From an optimization exercise on the open Yosys and OpenROAD flow, aimed at a short achievable clock period and few clock cycles; shortcuts taken in it are not production practice. Where RTL was checked, it was by simulation tests only, not by an equivalence proof against the original. No driver is modelled on the clock port, so clocking that relies on it looks cheaper here than on a real chip. Power is estimated from default activity; no workload was simulated.

== build 21 ==
==> flow/design.v (excerpt) <==
module axiToAhbBridge (
    input  wire                                 ACLK,
    input  wire                                 rst,
    input  wire                                 awValid,
    output logic                                awReady,
    input  wire [axiAhbPkg::IdWidth-1:0]        awId,
    input  wire [axiAhbPkg::AddrWidth-1:0]      awAddr,
    input  wire [axiAhbPkg::BeatIdxWidth-1:0]   awLen,
    input  wire axiAhbPkg::axiSize_e            awSize,
    input  wire                                 wValid,
    output logic                                wReady,
    input  wire [axiAhbPkg::DataWidth-1:0]      wData,
    input  wire                                 wLast,
    output logic                                bValid,
    input  wire                                 bReady,
    output logic [axiAhbPkg::IdWidth-1:0]       bId,
    output axiAhbPkg::axiResp_e                 bResp,
    input  wire                                 arValid,
    output logic                                arReady,
    input  wire [axiAhbPkg::IdWidth-1:0]        arId,
    input  wire [axiAhbPkg::AddrWidth-1:0]      arAddr,
    input  wire [axiAhbPkg::BeatIdxWidth-1:0]   arLen,
    input  wire axiAhbPkg::axiSize_e            arSize,
    output logic                                rValid,
    input  wire                                 rReady,
    output logic [axiAhbPkg::IdWidth-1:0]       rId,
    output logic [axiAhbPkg::DataWidth-1:0]     rData,
    output axiAhbPkg::axiResp_e                 rResp,
  ...
Size in the first run: roughly 1000 cells after synthesis, about 17000 sq um of cells after synthesis.
clock: 5.5 ns
lec_check: 0
abc_clock_period_in_ps: 2000
cap_margin: 20
core_margin: 2
core_utilization: 60
place_density: 0.75
setup_slack_margin: 3.3
slew_margin: 20
run.sh (not shown) runs the stock make flow with config.mk's settings and CLKGATE_MAP_FILE= SYNTH_SCRIPT=/design/flow/synth_recipe.tcl, a recipe that flattens the netlist after the stock synthesis.
Testbench counts of build 21, summed over its fixed seeds: cycles 21,232.
Input changes introduced in build 72 (baseline for comparison: build 21):
- changing CORE_UTILIZATION from 60 to 55
- removing PLACE_DENSITY (formerly 0.75)
[summary]
No stage failed in build 72, and the final checks on the layout all came back clean. Measured against each other, build 72 and build 21 differ in post-CTS setup-driven buffer insertion count, the higher figure coming from build 72. [build 72 vs build 21] fraction of standard cell area that is sequential: lower in build 72. Compared build 72 vs build 21, and proportion of power drawn by the clock network is up in build 72. Hold slack across build 72 and build 21: no real change. Cell area after placement essentially unchanged between build 21 and build 72. Comparing build 72 and build 21, the lower final core area utilization is on build 72. Build 72 ends up with lower global-route wire length before repair than build 21 does. Internal power essentially unchanged between build 21 and build 72. Build 72 vs. build 21: final weighted congestion in routability-driven placement was more or less identical; static power due to leakage went up by 0.058 nW; met2 usage went down by 6.0 points.
Changes in build 22 relative to build 72:
- an added CTS_CLUSTER_SIZE of 30
- a change of CORE_UTILIZATION from 55 to 40
- an added CTS_CLUSTER_DIAMETER of 150
## What came out
Build 22 finished every step from synthesis to the final layout, and the layout passed the timing, design-rule and antenna checks. Going from build 72 to build 22, final core utilization shows a reduction of 21 points; portion of the layout cell area used by clock cells shows a reduction of 4.0 points. Build 22: part of the power in the clock network 12 points below build 72. Changes observed in build 22 relative to build 72: non-clock buffer count lower, total power lower, final area lower.

---

## run 1
axiToAhbBridge, a different RTL version from the one above (not shown whole).
For scale: roughly 1400 cells after synthesis, about 580 flip-flops, ~280 I/O pins, ~21000 µm² of cells after synthesis.
// axiToAhbBridge
module axiToAhbBridge (
    input  wire                                 ACLK,
    input  wire                                 rst,
    input  wire                                 awValid,
    output logic                                awReady,
    input  wire [axiAhbPkg::IdWidth-1:0]        awId,
    input  wire [axiAhbPkg::AddrWidth-1:0]      awAddr,
    input  wire [axiAhbPkg::BeatIdxWidth-1:0]   awLen,
    input  wire axiAhbPkg::axiSize_e            awSize,
    input  wire                                 wValid,
    output logic                                wReady,
    input  wire [axiAhbPkg::DataWidth-1:0]      wData,
    input  wire                                 wLast,
    output logic                                bValid,
    input  wire                                 bReady,
    output logic [axiAhbPkg::IdWidth-1:0]       bId,
    output axiAhbPkg::axiResp_e                 bResp,
    input  wire                                 arValid,
    output logic                                arReady,
    input  wire [axiAhbPkg::IdWidth-1:0]        arId,
    input  wire [axiAhbPkg::AddrWidth-1:0]      arAddr,
    input  wire [axiAhbPkg::BeatIdxWidth-1:0]   arLen,
    input  wire axiAhbPkg::axiSize_e            arSize,
    output logic                                rValid,
    input  wire                                 rReady,
    output logic [axiAhbPkg::IdWidth-1:0]       rId,
    output logic [axiAhbPkg::DataWidth-1:0]     rData,
    output axiAhbPkg::axiResp_e                 rResp,
    output logic                                rLast,
    output logic [axiAhbPkg::AddrWidth-1:0]     hAddr,
    output logic                                hWrite,
    output logic [2:0]                          hSize,
    output axiAhbPkg::ahbTrans_e                hTrans,
    output logic [axiAhbPkg::DataWidth-1:0]     hWData,
    input  wire [axiAhbPkg::DataWidth-1:0]      hRData,
    input  wire                                 hReady,
    input  wire                                 hResp
);
    logic                 awReadyQ;   
  ...
clock: 5.5 ns
lec_check: 0
abc_clock_period_in_ps: 1500
cap_margin: 20
core_margin: 2
core_utilization: 60
gpl_routability_driven: 0
gpl_timing_driven: 1
setup_slack_margin: 3.3
slew_margin: 20
Testbench counts of run 1, summed over its fixed seeds: cycles 21,232.
Changes in run 2 relative to run 1:
Settings: GPL_TIMING_DRIVEN no longer set, was 1; CTS_CLUSTER_SIZE now 20, previously not set; CORE_UTILIZATION now 55, was 60; ABC_CLOCK_PERIOD_IN_PS now 2000, was 1500; GPL_ROUTABILITY_DRIVEN no longer set, was 0; CTS_CLUSTER_DIAMETER now 50, previously not set.
### Flow results
Run 2 ended up with rResp[1] as its end point of the critical path; run 1 ended up with wReadyQ. In run 2 relative to run 1, via count had gone down slightly. Going from run 1 to run 2, number of tap instances grew by 57, final design area excluding fillers fell 1.2%, switching share of power now larger, routed length on met2 fell about 2%, area of the core now sits higher. Run 2 ends up with lower clock network fraction of total power than run 1 does. Per the comparison of run 2 with run 1, worst hold slack shows no meaningful change, setup slack after layout shows no meaningful change, initial antenna violation count shows an increase of 1.
The following lists how run 3 was set up differently from run 2:
Settings: SETUP_SLACK_MARGIN now 3.45, was 3.3; CTS_CLUSTER_DIAMETER no longer set, was 50; CTS_CLUSTER_SIZE no longer set, was 20.
[summary]
- From run 2 to run 3 the numbers moved as follows: time the final worst path needs with I/O delays and setup increased by 0.0091 ns relative to the old numbers; total power saw an increase; detailed-routed wire length on met3 increased by 16% relative to the old numbers; fill cell total of the finished layout lower.
- Run 2 ended up with fewer cell instances than run 3 did.
- The sequential area share after synthesis on run 3 is in line with that on run 2.
- First-iteration DRC count: run 3 and run 2 compared, lower one is run 3
- Re sequential share of layout area: run 3 is 2.8 points down on run 2.
- The lower count of clock-net buffers in the final layout came out of run 2.
- Area: run 3 vs run 2 -> run 3 larger
- [run 3 vs run 2] worst setup slack: lower in run 3
diff inputs: run 3 => run 4
Settings: SETUP_SLACK_MARGIN now 3.3, was 3.45.
==> comparison <==
Changes observed in run 4 relative to run 3: number of cells on the worst reg-to-reg path climbed 1, detailed-placement wirelength estimate ~0 delta, post-layout minimum cycle time decreased by 0.0099 ns relative to the old numbers, combined area of all synthesized cells stayed essentially flat. Total chip power down 2.1% in run 4 wrt run 3. Compared with run 3, run 4 shows total of clock buffers placed in the layout that has gone up slightly. The number of antenna violations at the first check in global routing of run 4 is lower than that of run 3. The wire length of the first global-routing pass of run 4 and that of run 3 are within noise of each other. Global-route met3 utilization was lower in the run labelled run 3. The wire length number comes out higher for run 3 vs run 4.

---

## job 2390
Another version of the RTL of axiToAhbBridge (not shown whole).
Size: ~1400 cells after synthesis, ~580 flip-flops, ~280 I/O pins, ~21000 µm² of cells after synthesis.
Settings: LEC_CHECK=0, ABC_CLOCK_PERIOD_IN_PS=2000, CAP_MARGIN=20, CORE_MARGIN=2, CORE_UTILIZATION=55, SETUP_SLACK_MARGIN=3.3, SLEW_MARGIN=20; clock period 5.5 ns.
standard.sh (not shown) runs the stock make flow with config.mk's settings and CLKGATE_MAP_FILE= SYNTH_SCRIPT=/design/flow/synth_recipe.tcl, a recipe that flattens the netlist after the stock synthesis.
==> flow/flow/run.sh <==
#!/bin/bash
# The standard layout, except that after clock tree synthesis the clock port
# drives the tree's first-level buffers directly (see post_cts.tcl).
set -euo pipefail
cd "$(dirname "$0")/.."
export POST_CTS_TCL="$PWD/flow/post_cts.tcl"
bash standard.sh finish > flow_make.log 2>&1
==> flow/flow/post_cts.tcl <==
set block [ord::get_db_block]
set clkNet [$block findNet ACLK]
set rootInst ""
set nIn 0
foreach it [$clkNet getITerms] {
  if {[$it isInputSignal]} { set rootInst [$it getInst]; incr nIn }
}
if {$nIn != 1} {
  puts "post_cts: the clock port feeds $nIn cell pins; tree left as it is"
  return
}
set rootOutNet ""
foreach it [$rootInst getITerms] {
  if {[$it isOutputSignal]} { set rootOutNet [$it getNet] }
}
set loads {}
foreach it [$rootOutNet getITerms] {
  if {[$it isInputSignal]} { lappend loads $it }
}
if {[llength $loads] > 4 || [llength [$rootOutNet getBTerms]] > 0} {
  puts "post_cts: root [$rootInst getName] drives [llength $loads] pins; tree left as it is"
  return
}
puts "post_cts: removing root buffer [$rootInst getName]; the clock port now drives [llength $loads] buffers"
foreach it $loads {
  $it disconnect
  $it connect $clkNet
}
foreach it [$rootInst getITerms] {
  if {[$it getNet] ne "NULL"} { $it disconnect }
}
odb::dbInst_destroy $rootInst
odb::dbNet_destroy $rootOutNet
estimate_parasitics -placement
report_clock_skew
Changes in job 8892 relative to job 2390:
==> flow/flow/run.sh <==
#!/bin/bash
# The standard layout, except that after clock tree synthesis the clock port
# drives the tree's first-level buffers directly (see post_cts.tcl), and that
# repair may resize cells across footprints.
set -euo pipefail
cd "$(dirname "$0")/.."
export POST_CTS_TCL="$PWD/flow/post_cts.tcl"
bash standard.sh MATCH_CELL_FOOTPRINT=0 finish > flow_make.log 2>&1
-- flow/flow/post_cts.tcl --
<<< job 2390, line 34
>>> job 8892, line 34

# Repair timing again for the shorter clock paths, as the cts step does after
# clock tree synthesis, and legalize the placement.
<<< job 2390, line 36
>>> job 8892, line 39
repair_timing_helper
detailed_placement
estimate_parasitics -placement
repair_timing_helper
detailed_placement
check_placement -verbose
estimate_parasitics -placement
report_clock_skew
report_worst_slack -max
[summary]
Job 8892 ended up with hAddrO[15]$_DFF_P_ as its endpoint of the worst setup timing path; job 2390 ended up with hAddrO[19]$_DFF_P_. Taking job 2390 as the reference, in job 8892 maximum VDD drop higher; worst-case setup margin in the final layout higher; cell count roughly the same.
#### Input delta (job 8803 over job 8892)
- swapping 55 for 45 in CORE_UTILIZATION
==> flow/run.sh (new file) <==
#!/bin/bash
# synth_recipe.tcl (not shown) runs the flow's synth.tcl, then flattens the netlist and writes it again
# the make line also repeats each setting of config.mk as NAME=value (left out here)
make -C /OpenROAD-flow-scripts/flow DESIGN_CONFIG=/design/flow/config.mk WORK_HOME=/design/flow/orfs CLKGATE_MAP_FILE= SYNTH_SCRIPT=/design/flow/synth_recipe.tcl finish
removed: flow/flow/run.sh
removed: flow/flow/post_cts.tcl
removed: flow/standard.sh
[summary]
Job 8892 reached the final stage; the timing, design-rule and antenna checks on its layout passed. In summary, job 8803 completed successfully, with a layout that passed the timing, design-rule and antenna checks. Share of the core filled with cells in the final layout: job 8803 lower than job 8892. In job 8803, final critical path time including I/O delays and setup is higher than in job 8892. The source of the critical timing path comes out awValid in one run and rValidQ$_SDFFE_PP0N_ in the other, namely in job 8892 and job 8803 respectively. Job 8803 vs job 8892: sequential group share of total power down.
[inputs] job 7042 vs job 8803
- CORE_UTILIZATION now 55, was 45
[summary]
Global-route wire length before repair (job 7042 over job 8803): decrease, 0.30%. Between job 8803 and job 7042, via count of the first global-routing pass is higher for job 7042, job 8803 comes in under that. Compared with job 8803, job 7042 shows a shortest clock period the worst path allows after layout that is 0.015 ns lower. Diff job 8803 -> job 7042: total die area -about 18%, final cycle utilization of the critical path now smaller.
--- input diff job 7042..job 8206 ---
- CORE_UTILIZATION: 55 -> 65
Cell area after layout of job 8206 falls short of that of job 7042 slightly.
Comparing job 8206 and job 7042, the higher total power was measured on job 7042.
Per the comparison of job 8206 with job 7042, worst setup slack increased by 0.0038 ns relative to the old numbers; portion of the clock cycle consumed by the worst path in the final layout closely matched the old numbers; total wire length decreased by about 1.8% relative to the old numbers; final-stage net count decreased by 14 relative to the old numbers.
The endpoint of the worst setup timing path comes out hWData[0] in one run and rValid in the other, namely in job 7042 and job 8206 respectively.
Function was not checked in any run of this note: the RTL went through the layout flow alone.

## re-timing with driven ports
The flow's constraints put no driver on any port. The routed layouts listed below were extracted and timed again, unchanged, in two steps.
Step 1 assumes that a clkbuf_16 drives the clock port and a buf_2 every other input.
Step 2, shift: input delay + t, output delay - t, t = (earliest + latest rising clock arrival at the registers) / 2. This alone moves slack from input paths to output paths.
Three values: no drivers, after step 1, after step 2; two values: the first two.
run	t (ns)	setup slack, ns	worst setup path at the end	clock arrival spread, ns	slew at the worst register clock pin (ns)
build 21	0.591	3.256 / 3.205 / 2.724	input to register	0.022 / 0.021	0.06 / 0.06
build 72	0.583	3.275 / 3.221 / 2.731	input to register	0.021 / 0.021	0.06 / 0.06
build 22	0.595	3.235 / 3.185 / 2.747	input to register	0.039 / 0.039	0.12 / 0.12
run 1	0.647	3.332 / 3.279 / 2.690	input to register	0.016 / 0.016	0.07 / 0.07
run 2	0.632	3.330 / 3.275 / 2.722	input to register	0.027 / 0.026	0.08 / 0.08
run 3	0.652	3.321 / 3.266 / 2.785	input to register	0.010 / 0.010	0.06 / 0.06
run 4	0.643	3.331 / 3.277 / 2.733	input to register	0.019 / 0.019	0.06 / 0.06
job 2390	0.524	3.250 / 3.300 / 2.777	input to register	0.029 / 0.029	0.06 / 0.06
job 8892	0.516	3.327 / 3.355 / 2.854	input to register	0.020 / 0.019	0.07 / 0.07
job 8803	0.658	3.313 / 3.257 / 2.688	input to register	0.020 / 0.020	0.06 / 0.06
job 7042	0.651	3.328 / 3.272 / 2.723	input to register	0.025 / 0.025	0.06 / 0.06
job 8206	0.628	3.332 / 3.279 / 2.722	input to register	0.020 / 0.020	0.06 / 0.06
After both steps every run listed still meets setup and hold. For run 1, which loses most, drivers alone change the setup slack by -0.053 ns; drivers and shift together by -0.642 ns.
